From an optimization exercise on the open Yosys and OpenROAD flow, aimed at small area, a short achievable clock period and few clock cycles per item; shortcuts taken in it are not production practice.
Only simulation tests tie the RTL to the original design; equivalence was not proved.
Power and IR drop assume default switching activity.

==> flow/design.v <==
package dq_pkg;
    localparam int DQ_DMA_WIDTH = 32;
    localparam int DQ_MAX_QWIDTH = 8;
    localparam int DQ_FIFO_DEPTH = 32;
    localparam int DQ_PIPE_LEN = 2;
    localparam int DQ_COUNT_WIDTH = 16;
    typedef struct packed {
        logic [3:0]                     bitwidth;
        logic signed [4:0]              scale_exp;
        logic [DQ_COUNT_WIDTH-1:0]     num_values;
    } dir_cfg_t;
    typedef struct packed {
        logic       sign;
        logic [4:0] exponent;
        logic [9:0] fraction;
    } half_fields_t;
    typedef union packed {
        logic [15:0]  raw;
        half_fields_t f;
    } half_word_u;
    typedef struct packed {
        logic [DQ_DMA_WIDTH-1:0] data;
        logic                     last;
    } dma_beat_t;
endpackage
`timescale 1ns/1ps
module dq_config (
    input  logic     clk,
    input  logic     rst_n,
    input  logic     activate,
    input  dq_pkg::dir_cfg_t up_cfg_in,
    input  dq_pkg::dir_cfg_t down_cfg_in,
    output dq_pkg::dir_cfg_t up_cfg,
    output dq_pkg::dir_cfg_t down_cfg,
    output logic     run
);
    logic activate_d;
    logic activate_rise;
    assign activate_rise = activate && !activate_d;
    always_ff @(posedge clk or negedge rst_n) begin
        if (!rst_n) begin
            activate_d <= 1'b0;
            run        <= 1'b0;
        end else begin
            activate_d <= activate;
            if (!activate) begin
                run <= 1'b0;
            end else if (activate_rise) begin
                run <= 1'b1;
            end
        end
    end
    always_ff @(posedge clk) begin
        if (activate_rise) begin
            up_cfg   <= up_cfg_in;
            down_cfg <= down_cfg_in;
        end
    end
endmodule
`timescale 1ns/1ps
module bit_extractor (
    input  logic                      clk,
    input  logic                      rst_n,
    input  logic                      run,
    input  dq_pkg::dir_cfg_t                  cfg,
    input  logic                      in_valid,
    input  dq_pkg::dma_beat_t                 in_beat,
    output logic                      in_ready,
    output logic                      out_valid,
    output logic [dq_pkg::DQ_MAX_QWIDTH-1:0] out_value,
    input  logic                      out_ready
);
    localparam int RES_W = 2 * dq_pkg::DQ_DMA_WIDTH;
    logic [RES_W-1:0]             reservoir;
    logic [RES_W-1:0]             res_next;
    logic [6:0]                   fill;
    logic [6:0]                   fill_next;
    logic [dq_pkg::DQ_COUNT_WIDTH-1:0]   emitted;
    logic [dq_pkg::DQ_COUNT_WIDTH-1:0]   remaining;
    logic [dq_pkg::DQ_COUNT_WIDTH+3:0]   bits_needed;
    logic [dq_pkg::DQ_MAX_QWIDTH:0]      mask;
    logic                         push;
    logic                         pop;
    assign remaining   = cfg.num_values - emitted;
    assign bits_needed = remaining * cfg.bitwidth;
    assign mask        = ({{dq_pkg::DQ_MAX_QWIDTH{1'b0}}, 1'b1} << cfg.bitwidth) - 1'b1;
    assign in_ready  = run && (fill <= 7'd32) && ({13'd0, fill} < bits_needed);
    assign out_valid = run && (remaining != '0) && (fill >= {3'd0, cfg.bitwidth});
    assign out_value = reservoir[dq_pkg::DQ_MAX_QWIDTH-1:0] & mask[dq_pkg::DQ_MAX_QWIDTH-1:0];
    assign push = in_valid && in_ready;
    assign pop  = out_valid && out_ready;
    always_comb begin
        res_next  = reservoir;
        fill_next = fill;
        if (pop) begin
            res_next  = reservoir >> cfg.bitwidth;
            fill_next = fill - {3'd0, cfg.bitwidth};
        end
        if (push) begin
            res_next  = res_next | ({{dq_pkg::DQ_DMA_WIDTH{1'b0}}, in_beat.data} << fill_next);
            fill_next = fill_next + 7'd32;
        end
    end
    always_ff @(posedge clk or negedge rst_n) begin
        if (!rst_n) begin
            fill    <= '0;
            emitted <= '0;
        end else if (!run) begin
            fill    <= '0;
            emitted <= '0;
        end else begin
            fill <= fill_next;
            if (pop) begin
                emitted <= emitted + 1'b1;
            end
        end
    end
    always_ff @(posedge clk) begin
        reservoir <= run ? res_next : '0;
    end
endmodule
`timescale 1ns/1ps
module dequantizer (
    input  logic                      clk,
    input  logic                      rst_n,
    input  logic                      run,
    input  dq_pkg::dir_cfg_t                  cfg,
    input  logic                      in_valid,
    input  logic [dq_pkg::DQ_MAX_QWIDTH-1:0] in_value,
    output logic                      out_valid,
    output dq_pkg::half_word_u                out_half
);
    logic                      s1_valid;
    logic [dq_pkg::DQ_MAX_QWIDTH-1:0] s1_value;
    logic [2:0]                s1_pos;
    logic signed [6:0]         exp_sum;
    logic [17:0]               frac_wide;
    dq_pkg::half_word_u                half_next;
    logic [2:0]                in_pos;
    always_comb begin
        in_pos = '0;
        for (int i = 0; i < dq_pkg::DQ_MAX_QWIDTH; i++) begin
            if (in_value[i]) begin
                in_pos = i[2:0];
            end
        end
    end
    always_comb begin
        exp_sum   = 7'sd15 + $signed({4'd0, s1_pos}) + 7'($signed(cfg.scale_exp));
        frac_wide = {10'd0, s1_value} << (4'd10 - {1'b0, s1_pos});
        half_next.f.sign     = 1'b0;
        half_next.f.exponent = exp_sum[4:0];
        half_next.f.fraction = frac_wide[9:0];
        if (s1_value == '0) begin
            half_next.raw = '0;
        end
    end
    always_ff @(posedge clk or negedge rst_n) begin
        if (!rst_n) begin
            s1_valid  <= 1'b0;
            out_valid <= 1'b0;
        end else begin
            s1_valid  <= run && in_valid;
            out_valid <= run && s1_valid;
        end
    end
    always_ff @(posedge clk) begin
        s1_value <= in_value;
        s1_pos   <= in_pos;
        out_half <= half_next;
    end
endmodule
`timescale 1ns/1ps
module stream_fifo #(
    parameter int WIDTH = 16,
    parameter int DEPTH = 32
) (
    input  logic             clk,
    input  logic             rst_n,
    input  logic             run,
    input  logic             wr_valid,
    input  logic [WIDTH-1:0] wr_data,
    output logic             rd_valid,
    output logic [WIDTH-1:0] rd_data,
    input  logic             rd_ready,
    output logic             almost_full
);
    localparam int PTR_W    = $clog2(DEPTH);
    localparam int AF_LEVEL = DEPTH - (dq_pkg::DQ_PIPE_LEN + 1);
    logic [WIDTH-1:0] mem [DEPTH];
    logic [PTR_W-1:0] wr_ptr;
    logic [PTR_W-1:0] rd_ptr;
    logic [PTR_W:0]   count;
    logic [PTR_W:0]   count_next;
    logic             rd_fire;
    assign rd_valid = (count != '0);
    assign rd_data  = mem[rd_ptr];
    assign rd_fire  = rd_valid && rd_ready;
    always_comb begin
        count_next = count;
        if (wr_valid) begin
            count_next = count_next + 1'b1;
        end
        if (rd_fire) begin
            count_next = count_next - 1'b1;
        end
    end
    always_ff @(posedge clk or negedge rst_n) begin
        if (!rst_n) begin
            wr_ptr      <= '0;
            rd_ptr      <= '0;
            count       <= '0;
            almost_full <= 1'b1;
        end else if (!run) begin
            wr_ptr      <= '0;
            rd_ptr      <= '0;
            count       <= '0;
            almost_full <= 1'b1;
        end else begin
            wr_ptr      <= wr_valid ? wr_ptr + 1'b1 : wr_ptr;
            rd_ptr      <= rd_fire ? rd_ptr + 1'b1 : rd_ptr;
            count       <= count_next;
            almost_full <= (count_next >= AF_LEVEL);
        end
    end
    always_ff @(posedge clk) begin
        if (wr_valid) begin
            mem[wr_ptr] <= wr_data;
        end
    end
endmodule
`timescale 1ns/1ps
module quantizer (
    input  logic                      clk,
    input  logic                      rst_n,
    input  logic                      run,
    input  dq_pkg::dir_cfg_t                  cfg,
    input  logic                      in_valid,
    input  dq_pkg::half_word_u                in_half,
    output logic                      out_valid,
    output logic [dq_pkg::DQ_MAX_QWIDTH-1:0] out_value
);
    logic                      s1_valid;
    logic                      s1_sign;
    logic                      s1_zero;
    logic                      s1_inf;
    logic [10:0]               s1_mant;
    logic signed [6:0]         s1_exp;
    logic signed [6:0]         exp_in;
    logic [dq_pkg::DQ_MAX_QWIDTH:0]   max_val;
    logic [3:0]                shamt;
    logic [10:0]               shifted;
    logic [dq_pkg::DQ_MAX_QWIDTH-1:0] q_next;
    assign exp_in  = $signed({2'd0, in_half.f.exponent}) - 7'sd15
                     + 7'($signed(cfg.scale_exp));
    assign max_val = ({{dq_pkg::DQ_MAX_QWIDTH{1'b0}}, 1'b1} << cfg.bitwidth) - 1'b1;
    assign shamt   = 4'd10 - {1'b0, s1_exp[2:0]};
    assign shifted = s1_mant >> shamt;
    always_comb begin
        if (s1_sign || s1_zero) begin
            q_next = '0;
        end else if (s1_inf || (s1_exp >= $signed({3'd0, cfg.bitwidth}))) begin
            q_next = max_val[dq_pkg::DQ_MAX_QWIDTH-1:0];
        end else if (s1_exp < 0) begin
            q_next = '0;
        end else begin
            q_next = shifted[dq_pkg::DQ_MAX_QWIDTH-1:0];
        end
    end
    always_ff @(posedge clk or negedge rst_n) begin
        if (!rst_n) begin
            s1_valid  <= 1'b0;
            out_valid <= 1'b0;
        end else begin
            s1_valid  <= run && in_valid;
            out_valid <= run && s1_valid;
        end
    end
    always_ff @(posedge clk) begin
        s1_sign   <= in_half.f.sign;
        s1_zero   <= (in_half.f.exponent == 5'd0);
        s1_inf    <= (in_half.f.exponent == 5'd31);
        s1_mant   <= {1'b1, in_half.f.fraction};
        s1_exp    <= exp_in;
        out_value <= q_next;
    end
endmodule
`timescale 1ns/1ps
module bit_packer (
    input  logic                      clk,
    input  logic                      rst_n,
    input  logic                      run,
    input  dq_pkg::dir_cfg_t                  cfg,
    input  logic                      in_valid,
    input  logic [dq_pkg::DQ_MAX_QWIDTH-1:0] in_value,
    output logic                      in_ready,
    output logic                      out_valid,
    output dq_pkg::dma_beat_t                 out_beat,
    input  logic                      out_ready
);
    localparam int ACC_W = dq_pkg::DQ_DMA_WIDTH + dq_pkg::DQ_MAX_QWIDTH;
    logic [ACC_W-1:0]           acc;
    logic [ACC_W-1:0]           acc_next;
    logic [5:0]                 fill;
    logic [5:0]                 fill_next;
    logic [dq_pkg::DQ_COUNT_WIDTH-1:0] received;
    logic                       all_in;
    logic                       flush;
    logic                       take;
    logic                       push;
    logic                       last_word;
    assign all_in   = (received == cfg.num_values);
    assign in_ready = run && !all_in && (fill < 6'd32);
    assign push     = in_valid && in_ready;
    assign flush     = run && ((fill >= 6'd32) || (all_in && (fill != '0)));
    assign take      = flush && (!out_valid || out_ready);
    assign last_word = all_in && (fill <= 6'd32);
    always_comb begin
        acc_next  = acc;
        fill_next = fill;
        if (take) begin
            acc_next  = acc >> dq_pkg::DQ_DMA_WIDTH;
            fill_next = (fill >= 6'd32) ? fill - 6'd32 : '0;
        end
        if (push) begin
            acc_next  = acc_next | ({{dq_pkg::DQ_DMA_WIDTH{1'b0}}, in_value} << fill_next);
            fill_next = fill_next + {2'd0, cfg.bitwidth};
        end
    end
    always_ff @(posedge clk or negedge rst_n) begin
        if (!rst_n) begin
            fill      <= '0;
            received  <= '0;
            out_valid <= 1'b0;
        end else if (!run) begin
            fill      <= '0;
            received  <= '0;
            out_valid <= 1'b0;
        end else begin
            fill <= fill_next;
            if (push) begin
                received <= received + 1'b1;
            end
            if (take) begin
                out_valid <= 1'b1;
            end else if (out_ready) begin
                out_valid <= 1'b0;
            end
        end
    end
    always_ff @(posedge clk) begin
        acc <= run ? acc_next : '0;
        if (take) begin
            out_beat.data <= acc[dq_pkg::DQ_DMA_WIDTH-1:0];
            out_beat.last <= last_word;
        end else if (!run || out_ready) begin
            out_beat.last <= 1'b0;
        end
    end
endmodule
`timescale 1ns/1ps
module dequant_quant_top (
    input  logic        clk,
    input  logic        rst_n,
    input  logic        activate,
    input  logic [24:0] up_cfg,
    input  logic [24:0] down_cfg,
    input  logic        rcv_valid,
    input  logic [32:0] rcv_beat,
    output logic        rcv_ready,
    output logic        deq_valid,
    output logic [15:0] deq_data,
    input  logic        deq_ready,
    input  logic        q_valid,
    input  logic [15:0] q_data,
    output logic        q_ready,
    output logic        trm_valid,
    output logic [32:0] trm_beat,
    input  logic        trm_ready
);
    dq_pkg::dir_cfg_t                  up_cfg_r;
    dq_pkg::dir_cfg_t                  down_cfg_r;
    logic                      run;
    logic                      ext_valid;
    logic                      ext_ready;
    logic [dq_pkg::DQ_MAX_QWIDTH-1:0] ext_value;
    logic                      dq_valid;
    dq_pkg::half_word_u                dq_half;
    logic                      up_af;
    logic                      qz_valid;
    logic [dq_pkg::DQ_MAX_QWIDTH-1:0] qz_value;
    logic                      down_af;
    logic                      pk_valid;
    logic [dq_pkg::DQ_MAX_QWIDTH-1:0] pk_value;
    logic                      pk_ready;
    dq_config cfg0 (
        .clk(clk), .rst_n(rst_n), .activate(activate),
        .up_cfg_in(up_cfg), .down_cfg_in(down_cfg),
        .up_cfg(up_cfg_r), .down_cfg(down_cfg_r), .run(run)
    );
    bit_extractor ext0 (
        .clk(clk), .rst_n(rst_n), .run(run), .cfg(up_cfg_r),
        .in_valid(rcv_valid), .in_beat(rcv_beat), .in_ready(rcv_ready),
        .out_valid(ext_valid), .out_value(ext_value), .out_ready(ext_ready)
    );
    assign ext_ready = ~up_af;
    dequantizer deq0 (
        .clk(clk), .rst_n(rst_n), .run(run), .cfg(up_cfg_r),
        .in_valid(ext_valid & ext_ready), .in_value(ext_value),
        .out_valid(dq_valid), .out_half(dq_half)
    );
    stream_fifo #(.WIDTH(16), .DEPTH(dq_pkg::DQ_FIFO_DEPTH)) up_fifo (
        .clk(clk), .rst_n(rst_n), .run(run),
        .wr_valid(dq_valid), .wr_data(dq_half),
        .rd_valid(deq_valid), .rd_data(deq_data), .rd_ready(deq_ready),
        .almost_full(up_af)
    );
    assign q_ready = ~down_af;
    quantizer qnt0 (
        .clk(clk), .rst_n(rst_n), .run(run), .cfg(down_cfg_r),
        .in_valid(q_valid & q_ready), .in_half(q_data),
        .out_valid(qz_valid), .out_value(qz_value)
    );
    stream_fifo #(.WIDTH(dq_pkg::DQ_MAX_QWIDTH), .DEPTH(dq_pkg::DQ_FIFO_DEPTH)) down_fifo (
        .clk(clk), .rst_n(rst_n), .run(run),
        .wr_valid(qz_valid), .wr_data(qz_value),
        .rd_valid(pk_valid), .rd_data(pk_value), .rd_ready(pk_ready),
        .almost_full(down_af)
    );
    bit_packer pack0 (
        .clk(clk), .rst_n(rst_n), .run(run), .cfg(down_cfg_r),
        .in_valid(pk_valid), .in_value(pk_value), .in_ready(pk_ready),
        .out_valid(trm_valid), .out_beat(trm_beat), .out_ready(trm_ready)
    );
endmodule
==> flow/run.sh <==
#!/bin/bash
# synth_recipe.tcl (not shown) runs the flow's synth.tcl, then flattens the netlist and writes it again
# the make line also repeats each setting of config.mk as NAME=value (left out here)
make -C /OpenROAD-flow-scripts/flow DESIGN_CONFIG=/design/flow/config.mk WORK_HOME=/design/flow/orfs CLKGATE_MAP_FILE= SYNTH_SCRIPT=/design/flow/synth_recipe.tcl finish
==> flow/config.mk <==
export PLATFORM = sky130hd
export DESIGN_NAME = dequant_quant_top
export DESIGN_NICKNAME = dequant_quant_top
export VERILOG_FILES = /design/flow/design.v
export SDC_FILE = /design/flow/constraint.sdc
export NUM_CORES = 4
export LEC_CHECK = 0
export CAP_MARGIN = 20
export CORE_MARGIN = 2
export CORE_UTILIZATION = 40
export SLEW_MARGIN = 20
==> flow/constraint.sdc <==
create_clock -name core_clock -period 9.0 [get_ports {clk}]
set_input_delay 1.8000 -clock core_clock [delete_from_list [all_inputs] [get_ports {clk}]]
set_output_delay 1.8000 -clock core_clock [all_outputs]
set_load 0.01 [all_outputs]
==> impl_results.md <==
- Worst R2R Path Depth: 26
- Slew @ Worst Pin: around 1.2 ns
- Worst-skew pair later-pin latency: roughly 0.73 ns
- Min-delay worst type: reg -> reg
- CP startpoint kind: flop
- Met3 routed wirelength: around 11000 um
- Slew headroom: 18.5%
- Largest net degree at the start of global routing: about 110
- Cell area after synthesis: between 0.05 and 0.06 sq mm
- Initial antenna violation count: 3
- Clock Sinks: 1063
- Iter 0 DRT Violations: approximately 3.9k
- Drt total wl: approximately 140000 um
- H-tree levels: 3
- Async SR Flop Fraction: approximately 8.1%
- Sink of the worst hold path: pack0.out_beat[5]$_DFFE_PP_
- Reg-to-reg startpoint: ext0.emitted[0]$_DFFE_PN0P_
- Power per Cell Area: around 200 mW/mm^2
- Kind of critical path: reg -> out
- Max cap viols: 0
- First-pass GRT wire length: about 210000 um
- Clock transition at path regs: around 0.06 ns
- CP max stage cell: or4_1
- Leakage: 20.2 nW
- Worst Hold Launch: pack0.acc[4]$_SDFF_PN0_
- Post-Layout Inst Area: 0.0596 sq mm
- Area leader, netlist: edfxtp_1
- Buffers added on ports: ~160
- Gpl congestion: between 0.9 and 1
- Post-synth top flop: edfxtp_1
- WL met2: just over 60000 um
- Worst hold stages: 0
- Fin. Hold Viols: 0
- Post-placement cell area: between 0.05 and 0.06 sq mm
- ANT nets after route: 0
- Syn Inst Count: just under 4k
- Syn avg cell area: roughly 13 sq um
- CTS tree: yes
- Largest cells by area after synthesis: edfxtp_1 47%, mux4_2 12%, dfxtp_1 6.1%
- Peak supply drop: ~160 uV
- Compound-Gate Fraction of Synth Area: 8.42%
- Hpwl dp: about 91000 um
- Detailed-route via count: 33.6k
- Flop2flop setup slack: ~1.2 ns
- CP arrival: 6.89 ns
- Clock Skew: roughly 0.048 ns
- DRC viols: 0
- Synth Area in Simple Gates: 9.47%
- Post-synthesis mux area share: between 10% and 20%
- Outcome: timing/DRC/antenna clean
- Final setup fails: 0
- Post-synthesis xor/xnor area fraction: 2.01%
- Synth cell types: 96
- Row count: roughly 130
- CP peak stage delay: between 0.5 and 0.6 ns
- P&R area growth vs syn: 14.7%
- Post-synth EDFFs: just over 800
- #FFs+latches synth: between 1k and 1.5k
- Sequential area share after synthesis: 57.6%
- Clk buf depth: 3
- Tot GR Track Use: about a fifth
- Crit end category: primary output
- Final Max Tran Viols: 0
- Cell repeated most along the worst path: fa_1
- Fin crit share: 96.6%
- Vias per cell: around 5.7
- Initial Util: 40.2%
- Hold buffers post-CTS: 0
- Total I/O pin count: 159
- Wire length per cell: approximately 23 um
- Grt total ovfl: 0
- Root buffer cell: clkbuf_16
- Core area: around 0.13 sq mm
- Fmax: ~120 MHz
- Largest family of logic cells by synthesized area: multiplexers
- Post-layout net count: between 4k and 5k
- Synth Area in Adders: between 3 and 4%
- TritonCTS buffer count: around 110
- Met1 wire length: 63100 um
- Tmin final: just under 9 ns
- Critical Path Fanout Max: 7
- Width of the chip: 364 um
- Yosys warning total: 7
- RR Endpoint: ext0.reservoir[62]$_SDFF_PN0_
- WP data required: a little over 7 ns
- Share of cells above drive strength 1: 17.1%
- Top Metal Used: met5
- Fin Setup TNS: 0 ns
- Syn Nets: about 4.1k
- Top-area cell type share of the netlist area: between 40% and 50%
- Die area: 0.133 sq mm
- Drt first pass iters: 6
- Die Y: around 360 um
- Vias in the first global route: between 30k and 40k
- CP Cell Sequence: ha_1 -> fa_1 -> nand2b_1 -> a21o_1 -> nand2_1 -> xor2_2 -> and2_1 -> fa_1 -> inv_1 -> fa_1 -> inv_1 -> ha_1 -> or2_2 -> nor2_1 -> a31oi_1 -> xor2_1 -> or4_1 -> or4_1 -> a2111oi_2 -> a21oi_1 -> clkdlybuf4s50_1
[worst max-delay path: cells and delay by family (launching register included)]
family                     cells  cell delay, ns
AOI/OAI and AO/OA              4            0.93
buffers and inverters          3            0.59
DFF                            1            0.43
xor gates and xnor gates       2            0.28
adders and majority gates      5            1.84
and+or+nand+nor                7            2.08
[layout by cell type (no fill, tap or decap), types with 94 or more instances in the layout]
| cell | synthesis | layout |
|---|---|---|
| mux4_2 | 280 | 280 |
| nor2_1 | 341 | 337 |
| edfxtp_1 | 819 | 819 |
| dfxtp_1 | 158 | 138 |
| o21ai_0 | 115 | 113 |
| mux2i_1 | 134 | 132 |
| ha_1 | 95 | 95 |
| nor3_1 | 97 | 94 |
| clkbuf_16 | 0 | 116 |
| clkdlybuf4s50_1 | 0 | 155 |
| inv_1 | 126 | 124 |
| nand2_1 | 357 | 357 |
| a21oi_1 | 154 | 154 |
[timing repair]
item / in CTS / in global routing
buffers inserted: 0 / 3
setup endpoints to repair: 1 / 1
pin swaps: 0 / 2
hold endpoints to repair: 0 / 0
gates resized for setup: 1 / 11
[sequential cells by signal (all words and copies together) (netlist names), 15 cells and up]
name / count
ext0.reservoir: 64
cfg0.down_cfg: 25
cfg0.up_cfg: 25
up_fifo.mem: 480
pack0.out_beat: 33
ext0.emitted: 16
pack0.received: 16
pack0.acc: 40
down_fifo.mem: 256
deq0.out_half: 15
[Yosys cell counts, types with 9 or more instances]
library cell  instances
edfxtp_1            819
buf_2                20
a211oi_1             60
and3_1               24
o22ai_1              18
xor2_1               47
a21o_1               24
nand4_1              33
nor4_1               15
nand3_1              65
inv_1               126
mux4_2              280
o21ai_1              17
mux2i_1             134
o21ai_0             115
or4_1                12
and2_1               45
xnor2_1              72
a221oi_1             12
a211o_1               9
o31ai_1              11
dfxtp_1             158
fa_1                 33
a22o_1               20
a31oi_1              32
nor3_1               97
clkbuf_1            167
ha_1                 95
buf_1                47
dfrtp_1              84
a22oi_1              30
mux2_2               64
a21oi_1             154
nand2b_1             17
nor2b_1              23
nor2_1              341
or2_2                11
o211ai_1             17
or3_1                19
o21a_1               23
a311oi_1             13
nand2_1             357
[cell type report]
class / instances / area (sq um)
Multi-Input combinational cell: 2469 / 20700
Tap cell: 1742 / 2180
Sequential cell: 1063 / 30000
Antenna cell: 2 / 5.00
Fill cell: 11600 / 69600
Clock buffer: 150 / 3160
Timing Repair Buffer: 246 / 2250
Inverter: 131 / 494
Clock inverter: 66 / 815
[through the flow]
stage	power (mW)	util, %	hold WS, ns	instances	setup slack [ns]
after floorplan	6.66	-	0.408	3902	1.45
after global placement	7.15	43.0	0.420	5648	0.828
after detailed placement	7.17	43.0	0.415	5648	0.795
after CTS	12.1	46.1	0.438	5864	0.0287
after global routing	12.4	46.1	0.450	5867	-0.0203
final	12.0	46.1	0.436	5869	0.310
[where the power goes]
part | total [mW] | internal, mW | switching, mW
registers | 5.64 | 5.44 | 0.202
clock network | 4.89 | 2.89 | 2.00
logic | 1.45 | 0.612 | 0.836
total | 12.0 | 8.94 | 3.04
[cell families (layout without fill, tap and decap cells)]
family                     count (synthesis)  in the layout
other                                      1              3
and+or+nand+nor                         1087           1087
buffers and inverters                    370            593
AOI/OAI and AO/OA                        654            654
adders and majority gates                128            128
muxes                                    480            480
xor gates and xnor gates                 119            119
DFF                                     1063           1063
[how the worst max path moves through the flow]
stage | endpoint | start | slack, ns | depth (start not counted)
floorplan | rcv_ready | ext0.emitted[0]$_DFFE_PN0P_ | 1.45 | 21
global placement | rcv_ready | ext0.emitted[8]$_DFFE_PN0P_ | 0.83 | 20
detailed placement | rcv_ready | ext0.emitted[1]$_DFFE_PN0P_ | 0.80 | 20
CTS | rcv_ready | ext0.emitted[1]$_DFFE_PN0P_ | 0.03 | 20
global route | rcv_ready | ext0.emitted[6]$_DFFE_PN0P_ | -0.02 | 20
finish | rcv_ready | ext0.emitted[0]$_DFFE_PN0P_ | 0.31 | 21
[per-layer routing]
layer	vias up	GRT usage [%]
met3	214	4.01
met1	16900	31.0
li1	15200	-
met5	-	0
met4	2	4.68
met2	1313	30.7
Testbench counts, summed over its fixed seeds: cycles 68,646, items 74,830.

## what the ideal ports hide
The flow's constraints put no driver on any port. The routed layout listed below was extracted and timed again, unchanged, in two steps.
Step 1 assumes that a clkbuf_16 drives the clock port and a buf_2 every other input.
Step 2 moves the port delays by t, midway between the first and last clock arrival at a register: inputs arrive t later, outputs are due t later. That takes back most of the time a late clock gives input paths.
Slacks: ideal / step 1 / step 2; pairs: ideal / step 1.
t (ns): 0.788
slack for setup (ns): 0.310 / 0.233 / 1.021
worst setup path after step 2: register to output
pins driven straight from the clock port: 1
After both steps this run still meets setup and hold. The setup slack of this run moves by -0.077 ns with the drivers and by +0.711 ns with both steps.
